Background: an optimization exercise with open tools, aiming at small area, a short achievable clock period and few clock cycles. Do not read the settings as production practice.

==> run a <==
==> flow/design.v <==
`timescale 1ns / 1ps
package dfr_pkg;
    localparam int unsigned MIN_FRAME_BYTES = 1 + 4 + 1 + 2 + 4;
    localparam int unsigned HEADER_BYTES    = 8;
    localparam int unsigned MIC_BYTES       = 4;
    localparam logic [31:0] CRC_INIT     = 32'hFFFF_FFFF;
    localparam logic [31:0] CRC_POLY     = 32'hEDB8_8320;
    localparam logic [7:0]  FOPTS_MASK   = 8'h0F;
    localparam logic [7:0]  VERSION_MASK = 8'h03;
    typedef enum logic [1:0] {
        KIND_OPTION  = 2'd0,
        KIND_PAYLOAD = 2'd1,
        KIND_SUMMARY = 2'd2
    } kind_t;
    typedef enum logic [2:0] {
        ST_OK       = 3'd0,
        ST_SHORT    = 3'd1,
        ST_MISMATCH = 3'd2,
        ST_OVERRUN  = 3'd3,
        ST_TOO_LONG = 3'd4
    } status_t;
    typedef struct packed {
        kind_t       kind;
        logic [7:0]  byte_value;
        status_t     status;
        logic [2:0]  message_type;
        logic [1:0]  major_version;
        logic [31:0] device_address;
        logic [7:0]  frame_control;
        logic [15:0] frame_counter;
        logic [7:0]  payload_length;
        logic        last_of_run;
    } result_t;
    localparam int unsigned RESULT_W = 2 + 8 + 3 + 3 + 2 + 32 + 8 + 16 + 8 + 1;
    typedef struct packed {
        logic    byte_valid;
        logic    sum_valid;
        result_t byte_res;
        result_t sum_res;
    } push_t;
endpackage
`timescale 1ns / 1ps
`timescale 1ns / 1ps
`timescale 1ns / 1ps
module mac_frame_deframer_crc32 (
    input  logic        clk,
    input  logic        rst_n,
    input  logic        in_valid,
    output logic        in_ready,
    input  logic [7:0]  in_data,
    input  logic        in_eof,
    output logic        out_valid,
    input  logic        out_ready,
    output logic [1:0]  out_kind,
    output logic [7:0]  out_byte_value,
    output logic [2:0]  out_status,
    output logic [2:0]  out_message_type,
    output logic [1:0]  out_major_version,
    output logic [31:0] out_device_address,
    output logic [7:0]  out_frame_control,
    output logic [15:0] out_frame_counter,
    output logic [7:0]  out_payload_length,
    output logic        out_last_of_run
);
    localparam logic [31:0] CRC_POLY    = 32'hEDB8_8320;
    localparam logic [31:0] CRC_RESIDUE = 32'hDEBB_20E3;
    localparam logic [2:0] ST_OK = 3'd0, ST_SHORT = 3'd1, ST_MISMATCH = 3'd2,
                           ST_OVERRUN = 3'd3, ST_TOO_LONG = 3'd4;
    function automatic [31:0] crc32_byte(input [31:0] crc_in, input [7:0] data);
        integer k;
        begin
            crc32_byte = crc_in ^ {24'd0, data};
            for (k = 0; k < 8; k = k + 1)
            begin
                if (crc32_byte[0])
                    crc32_byte = (crc32_byte >> 1) ^ CRC_POLY;
                else
                    crc32_byte = crc32_byte >> 1;
            end
        end
    endfunction
    logic        rdy;                   
    logic        ov;                    
    logic        gs;                    
    logic [7:0]  g_n;                   
    logic [7:0]  gh;                    
    logic        gp;                    
    logic [7:0]  dl0, dl1, dl2, dl3;    
    logic        fresh;                 
    logic        first;                 
    logic        hcap;                  
    logic        body;                  
    logic        rb;                    
    logic        rl;                    
    logic [7:0]  cnt;                   
    logic [31:0] crc;
    logic [7:0]  hdr0_n, hdr5_n;
    logic [31:0] hdr_addr_n;
    logic [15:0] hdr_cnt_n;
    logic [3:0]  nopt;
    logic       r_v, r_pay, r_lor;
    logic [7:0] r_byte;
    logic       k_v, k_pay, k_lor;
    logic [7:0] k_byte;
    logic       sp1, sp2, sv, q2;
    logic       s_chk;                  
    logic       s_ovr;
    logic [2:0] s_status;
    logic [7:0] s_plen;
    logic [3:0] s_vc;                   
    logic       take, push, pop_r, pop_s, eof_t, busy, load_s, load_q;
    logic       r_v_n, k_v_n, sp1_n, sv_n, q2_n, ge3_n, rdy_n, body_n;
    logic [4:0] optlim;
    logic       pay;
    assign take   = in_valid && rdy;
    assign eof_t  = take && in_eof;
    assign push   = in_valid && rb;
    assign nopt   = ~hdr5_n[3:0];
    assign optlim = 5'd12 + {1'b0, nopt};
    assign pay    = {3'd0, optlim} <= cnt;
    assign pop_r  = out_ready && r_v;
    assign pop_s  = out_ready && !r_v && sv;
    assign busy   = sp1 || sp2 || sv || q2;
    assign load_s = in_valid && in_eof && rl;
    assign load_q = q2 && !sp1 && !sp2 && !sv;
    assign r_v_n = k_v || push || (r_v && !out_ready);
    assign k_v_n = r_v && !out_ready && (k_v || push);
    assign sp1_n = load_s;
    assign sv_n  = sp2 || load_q || (sv && !pop_s);
    assign q2_n  = (q2 && !load_q) || (eof_t && busy);
    assign rdy_n  = !k_v_n && !((sp1_n || sp1 || sv_n || q2_n) && (ge3_n || q2_n));
    assign body_n = take ? (!in_eof && (cnt >= 8'd11) && (cnt <= 8'd253)) : body;
    assign ge3_n = take ? (!in_eof && (cnt >= 8'd2)) : (cnt >= 8'd3);
    always_ff @(posedge clk or negedge rst_n)
    begin
        if (!rst_n)
        begin
            rdy   <= 1'b0;
            rb    <= 1'b0;
            rl    <= 1'b0;
            ov    <= 1'b0;
            r_v   <= 1'b0;
            k_v   <= 1'b0;
            sp1   <= 1'b0;
            sp2   <= 1'b0;
            sv    <= 1'b0;
            q2    <= 1'b0;
            cnt   <= 8'd0;
            fresh <= 1'b0;
            first <= 1'b0;
            hcap  <= 1'b0;
            body  <= 1'b0;
        end
        else
        begin
            rdy   <= rdy_n;
            rb    <= rdy_n && body_n;
            rl    <= rdy_n && !(sp1_n || sp1 || sv_n || q2_n);
            ov    <= r_v_n || sv_n;
            r_v   <= r_v_n;
            k_v   <= k_v_n;
            sp1   <= sp1_n;
            sp2   <= sp1;
            sv    <= sv_n;
            q2    <= q2_n;
            fresh <= take;
            if (take)
            begin
                first <= !in_eof && (cnt == 8'd0);
                hcap  <= !in_eof && (cnt >= 8'd3) && (cnt <= 8'd10);
                body  <= body_n;
                if (in_eof)
                    cnt <= 8'd0;
                else if (cnt != 8'd255)
                    cnt <= cnt + 8'd1;
            end
            else
                hcap <= 1'b0;
        end
    end
    always_ff @(posedge clk)
    begin
        gs <= !r_v_n;
        for (int i = 0; i < 8; i++)
        begin
            g_n[i] <= !(!r_v_n && !load_q && (s_vc > 4'(i)));
            gh[i]  <= !r_v_n && !load_q && (s_vc > 4'(i));
        end
        gp <= !r_v_n && !load_q && s_vc[3];
    end
    always_ff @(posedge clk)
    begin
        if (take)
        begin
            dl0 <= dl1;
            dl1 <= dl2;
            dl2 <= dl3;
            dl3 <= in_data;
        end
    end
    always_ff @(posedge clk)
    begin
        if (fresh)
        begin
            crc <= crc32_byte(crc | {32{first}}, dl3);
        end
        if (hcap)
        begin
            case (cnt[2:0])
                3'd4: hdr0_n <= ~dl0;
                3'd5: hdr_addr_n[7:0] <= ~dl0;
                3'd6: hdr_addr_n[15:8] <= ~dl0;
                3'd7: hdr_addr_n[23:16] <= ~dl0;
                3'd0: hdr_addr_n[31:24] <= ~dl0;
                3'd1: hdr5_n <= ~dl0;
                3'd2: hdr_cnt_n[7:0] <= ~dl0;
                default: hdr_cnt_n[15:8] <= ~dl0;
            endcase
        end
    end
    always_ff @(posedge clk)
    begin
        if (!r_v || out_ready)
        begin
            if (k_v)
            begin
                r_pay  <= k_pay;
                r_lor  <= k_lor;
                r_byte <= k_byte;
            end
            else if (rb)
            begin
                r_pay  <= pay;
                r_lor  <= !in_eof;
                r_byte <= dl0;
            end
            else
            begin
                r_pay  <= 1'b0;
                r_lor  <= 1'b1;
                r_byte <= 8'd0;
            end
        end
        if (!k_v)
        begin
            k_pay  <= pay;
            k_lor  <= !in_eof;
            k_byte <= dl0;
        end
    end
    logic       mm;
    logic [8:0] plen_d;                 
    assign mm     = crc != CRC_RESIDUE;
    assign plen_d = {1'b0, s_plen} - {5'd0, nopt};
    always_ff @(posedge clk)
    begin
        if (load_s || load_q)
        begin
            s_vc  <= load_q ? 4'd0 :
                     (cnt >= 8'd11) ? 4'd8 : (cnt >= 8'd4) ? 4'(cnt - 8'd3) : 4'd0;
            s_chk <= !load_q && (cnt != 8'd255) && (cnt >= 8'd11);
        end
        if (sp1)
            s_ovr <= plen_d[8];
        if (load_s || load_q || (sp2 && s_chk && (mm || s_ovr)))
        begin
            if (load_q)
                s_status <= ST_SHORT;
            else if (sp2)
                s_status <= mm ? ST_MISMATCH : ST_OVERRUN;
            else if (cnt == 8'd255)
                s_status <= ST_TOO_LONG;
            else if (cnt < 8'd11)
                s_status <= ST_SHORT;
            else
                s_status <= ST_OK;
        end
        if (load_s || load_q || sp1 || (sp2 && s_chk && (mm || s_ovr)))
        begin
            if (load_q || sp2)
                s_plen <= 8'd0;
            else if (sp1)
                s_plen <= s_chk ? plen_d[7:0] : 8'd0;
            else
                s_plen <= cnt - 8'd11;
        end
    end
    assign in_ready           = rdy;
    assign out_valid          = ov;
    assign out_kind           = {gs, r_pay};
    assign out_byte_value     = r_byte;
    assign out_last_of_run    = r_lor;
    assign out_status         = s_status & {3{gs}};
    assign out_payload_length = s_plen & {8{gp}};
    logic [7:0] hm0, hm1, hm2, hm3, hm4, hm5, hm6, hm7;
    assign hm0 = ~(hdr0_n | {4'd0, {4{g_n[0]}}}) & {{4{gh[0]}}, 4'hF};
    assign hm1 = ~(hdr_addr_n[7:0]   | {4'd0, {4{g_n[1]}}}) & {{4{gh[1]}}, 4'hF};
    assign hm2 = ~(hdr_addr_n[15:8]  | {4'd0, {4{g_n[2]}}}) & {{4{gh[2]}}, 4'hF};
    assign hm3 = ~(hdr_addr_n[23:16] | {4'd0, {4{g_n[3]}}}) & {{4{gh[3]}}, 4'hF};
    assign hm4 = ~(hdr_addr_n[31:24] | {4'd0, {4{g_n[4]}}}) & {{4{gh[4]}}, 4'hF};
    assign hm5 = ~(hdr5_n            | {4'd0, {4{g_n[5]}}}) & {{4{gh[5]}}, 4'hF};
    assign hm6 = ~(hdr_cnt_n[7:0]    | {4'd0, {4{g_n[6]}}}) & {{4{gh[6]}}, 4'hF};
    assign hm7 = ~(hdr_cnt_n[15:8]   | {4'd0, {4{g_n[7]}}}) & {{4{gh[7]}}, 4'hF};
    assign out_message_type   = hm0[7:5];
    assign out_major_version  = hm0[1:0];
    assign out_device_address = {hm4, hm3, hm2, hm1};
    assign out_frame_control  = hm5;
    assign out_frame_counter  = {hm7, hm6};
endmodule
==> flow/flow/run.sh <==
#!/bin/bash
# The standard layout, with the smallest buffer on each port and no dummy
# loads in the clock tree.
set -euo pipefail
export BUFFER_PORTS_ARGS="-buffer_cell sky130_fd_sc_hd__buf_1"
export CTS_ARGS="-sink_clustering_enable -repair_clock_nets -dont_use_dummy_load -buf_list {sky130_fd_sc_hd__clkbuf_4 sky130_fd_sc_hd__clkbuf_8}"
bash standard.sh > standard_flow.log 2>&1
==> flow/standard.sh <==
#!/bin/bash
# synth_recipe.tcl (not shown) runs the flow's synth.tcl, then flattens the netlist and writes it again
# the make line also repeats each setting of config.mk as NAME=value (left out here)
make -C /OpenROAD-flow-scripts/flow DESIGN_CONFIG=/design/flow/config.mk WORK_HOME=/design/flow/orfs CLKGATE_MAP_FILE= SYNTH_SCRIPT=/design/flow/synth_recipe.tcl "${@:-finish}"
==> flow/config.mk <==
export PLATFORM = sky130hd
export DESIGN_NAME = mac_frame_deframer_crc32
export DESIGN_NICKNAME = mac_frame_deframer_crc32
export VERILOG_FILES = /design/flow/design.v
export SDC_FILE = /design/flow/constraint.sdc
export NUM_CORES = 4
export LEC_CHECK = 0
export CAP_MARGIN = 20
export CORE_MARGIN = 2
export CORE_UTILIZATION = 60
export CTS_BUF_LIST = sky130_fd_sc_hd__clkbuf_4 sky130_fd_sc_hd__clkbuf_8
export GPL_ROUTABILITY_DRIVEN = 1
export PLACE_DENSITY = 0.75
export SETUP_SLACK_MARGIN = 2.75
export SLEW_MARGIN = 20
==> flow/constraint.sdc <==
create_clock -name core_clock -period 5.0 [get_ports {clk}]
set_input_delay 1.0000 -clock core_clock [delete_from_list [all_inputs] [get_ports {clk}]]
set_output_delay 1.0000 -clock core_clock [all_outputs]
set_load 0.01 [all_outputs]
==> inputs of run b, as changes to run a <==
--- a/flow/design.v
+++ b/flow/design.v
@@ -85,4 +85,2 @@
     logic [7:0]  g_n;                   
-    logic [7:0]  gh;                    
-    logic        gp;                    
     logic [7:0]  dl0, dl1, dl2, dl3;    
@@ -90,2 +88,3 @@
     logic        first;                 
+    logic        first_n;               
     logic        hcap;                  
@@ -105,3 +104,2 @@
     logic       sp1, sp2, sv, q2;
-    logic       s_chk;                  
     logic       s_ovr;
@@ -150,2 +148,3 @@
             first <= 1'b0;
+            first_n <= 1'b1;
             hcap  <= 1'b0;
@@ -156,4 +155,4 @@
             rdy   <= rdy_n;
-            rb    <= rdy_n && body_n;
-            rl    <= rdy_n && !(sp1_n || sp1 || sv_n || q2_n);
+            rb    <= !k_v_n && body_n;
+            rl    <= !k_v_n && !(sp1_n || sp1 || sv_n || q2_n);
             ov    <= r_v_n || sv_n;
@@ -169,2 +168,3 @@
                 first <= !in_eof && (cnt == 8'd0);
+                first_n <= !(!in_eof && (cnt == 8'd0));
                 hcap  <= !in_eof && (cnt >= 8'd3) && (cnt <= 8'd10);
@@ -184,7 +184,3 @@
         for (int i = 0; i < 8; i++)
-        begin
             g_n[i] <= !(!r_v_n && !load_q && (s_vc > 4'(i)));
-            gh[i]  <= !r_v_n && !load_q && (s_vc > 4'(i));
-        end
-        gp <= !r_v_n && !load_q && s_vc[3];
     end
@@ -204,3 +200,3 @@
         begin
-            crc <= crc32_byte(crc | {32{first}}, dl3);
+            crc <= crc32_byte(crc | {{16{!first_n}}, {16{first}}}, dl3);
         end
@@ -260,3 +256,2 @@
                      (cnt >= 8'd11) ? 4'd8 : (cnt >= 8'd4) ? 4'(cnt - 8'd3) : 4'd0;
-            s_chk <= !load_q && (cnt != 8'd255) && (cnt >= 8'd11);
         end
@@ -264,3 +259,3 @@
             s_ovr <= plen_d[8];
-        if (load_s || load_q || (sp2 && s_chk && (mm || s_ovr)))
+        if (load_s || load_q || sp2)
         begin
@@ -269,3 +264,6 @@
             else if (sp2)
-                s_status <= mm ? ST_MISMATCH : ST_OVERRUN;
+            begin
+                if (s_status == ST_OK)
+                    s_status <= mm ? ST_MISMATCH : s_ovr ? ST_OVERRUN : ST_OK;
+            end
             else if (cnt == 8'd255)
@@ -277,8 +275,10 @@
         end
-        if (load_s || load_q || sp1 || (sp2 && s_chk && (mm || s_ovr)))
+        if (load_s || load_q || sp1 || sp2)
         begin
-            if (load_q || sp2)
+            if (load_q)
                 s_plen <= 8'd0;
+            else if (sp2)
+                s_plen <= s_plen & {8{!(mm || s_ovr)}};
             else if (sp1)
-                s_plen <= s_chk ? plen_d[7:0] : 8'd0;
+                s_plen <= (s_status == ST_OK) ? plen_d[7:0] : 8'd0;
             else
@@ -293,17 +293,8 @@
     assign out_status         = s_status & {3{gs}};
-    assign out_payload_length = s_plen & {8{gp}};
-    logic [7:0] hm0, hm1, hm2, hm3, hm4, hm5, hm6, hm7;
-    assign hm0 = ~(hdr0_n | {4'd0, {4{g_n[0]}}}) & {{4{gh[0]}}, 4'hF};
-    assign hm1 = ~(hdr_addr_n[7:0]   | {4'd0, {4{g_n[1]}}}) & {{4{gh[1]}}, 4'hF};
-    assign hm2 = ~(hdr_addr_n[15:8]  | {4'd0, {4{g_n[2]}}}) & {{4{gh[2]}}, 4'hF};
-    assign hm3 = ~(hdr_addr_n[23:16] | {4'd0, {4{g_n[3]}}}) & {{4{gh[3]}}, 4'hF};
-    assign hm4 = ~(hdr_addr_n[31:24] | {4'd0, {4{g_n[4]}}}) & {{4{gh[4]}}, 4'hF};
-    assign hm5 = ~(hdr5_n            | {4'd0, {4{g_n[5]}}}) & {{4{gh[5]}}, 4'hF};
-    assign hm6 = ~(hdr_cnt_n[7:0]    | {4'd0, {4{g_n[6]}}}) & {{4{gh[6]}}, 4'hF};
-    assign hm7 = ~(hdr_cnt_n[15:8]   | {4'd0, {4{g_n[7]}}}) & {{4{gh[7]}}, 4'hF};
-    assign out_message_type   = hm0[7:5];
-    assign out_major_version  = hm0[1:0];
-    assign out_device_address = {hm4, hm3, hm2, hm1};
-    assign out_frame_control  = hm5;
-    assign out_frame_counter  = {hm7, hm6};
+    assign out_payload_length = s_plen & ~g_n;
+    assign out_message_type   = ~(hdr0_n[7:5] | {3{g_n[0]}});
+    assign out_major_version  = ~(hdr0_n[1:0] | {2{g_n[0]}});
+    assign out_device_address = ~(hdr_addr_n | {{8{g_n[4]}}, {8{g_n[3]}}, {8{g_n[2]}}, {8{g_n[1]}}});
+    assign out_frame_control  = ~(hdr5_n | {8{g_n[5]}});
+    assign out_frame_counter  = ~(hdr_cnt_n | {{8{g_n[7]}}, {8{g_n[6]}}});
 endmodule
==> impl_metrics.toml <==
[outcome]
status = "no timing/DRC/antenna violations"

[placement]
dp_cells = 901
place.gp.congestion = 0.888

[finish]
multi_input_cells = 397

[die]
initial_core_util_pct = 61.7
die-height_um = 124

[sta]
fmax_mhz = 425

[route]
drt-vias-per-instance = 5.48

[pwr]
comb-power_w = 0.00310

[synth]
yosys.area_share.xor_xnor_pct = 11.5
the above is filed under run b

==> impl_metrics.toml <==
[pwr]
comb-power_w = 0.00306

[route]
routedWlPerCell_um = 18.0
drt-vias-per-instance = 5.49

[placement]
dp_cells = 947
place_area_sq_um = 9410
place.gp.congestion = 0.859

[die]
initial_core_util_pct = 61.3
die_w_um = 126

[worst_setup_path]
cp-start-kind = "flop"

[clocking]
hold_buffers = 0
cts_max_level = 1

[synth]
synth_top_family_by_area = "simple AND/OR/NAND/NOR gates"
yosys.area_share.xor_xnor_pct = 11.6

[finish]
multi_input_cells = 419
nClkBuffers = 30

[outcome]
status = "no timing/DRC/antenna violations"

[run]
max-cap-violations = 0

[sta]
fmax_mhz = 444
the above is filed under run a

Function was not checked in any run of this note: the RTL went through the layout flow alone.

afterwards: timing with drivers on the ports:
The flow's constraints put no driver on any port. The routed layouts listed below were extracted and timed again, unchanged, in two steps.
Step 1 sets driving cells, clkbuf_16 on the clock port and buf_2 on the other inputs (assumed; they add their load-dependent delay and slew).
Step 2 adds t to the input delays and takes it off the output delays; t is the mean of the earliest and latest rising clock arrival at the registers after step 1. Input paths then give back, and output paths get back, about the clock's delay inside the block.
a / b / c = no drivers / after step 1 / after step 2; a / b = the first two.
| run | shift t [ns] | slack for setup (ns) | hold slack, ns | worst data-port slew with drivers (ns) | cell pins on the clock port's net |
|---|---|---|---|---|---|
| run a | 0.569 | 2.750 / 2.711 / 2.384 | 0.408 / 0.396 / 0.414 | 0.04 | 1 |
| run b | 0.497 | 2.648 / 2.648 / 2.353 | 0.407 / 0.407 / 0.407 | 0.03 | 1 |
After both steps every run listed still meets setup and hold. For run a, which loses most, drivers alone change the setup slack by -0.039 ns; drivers and shift together by -0.366 ns.
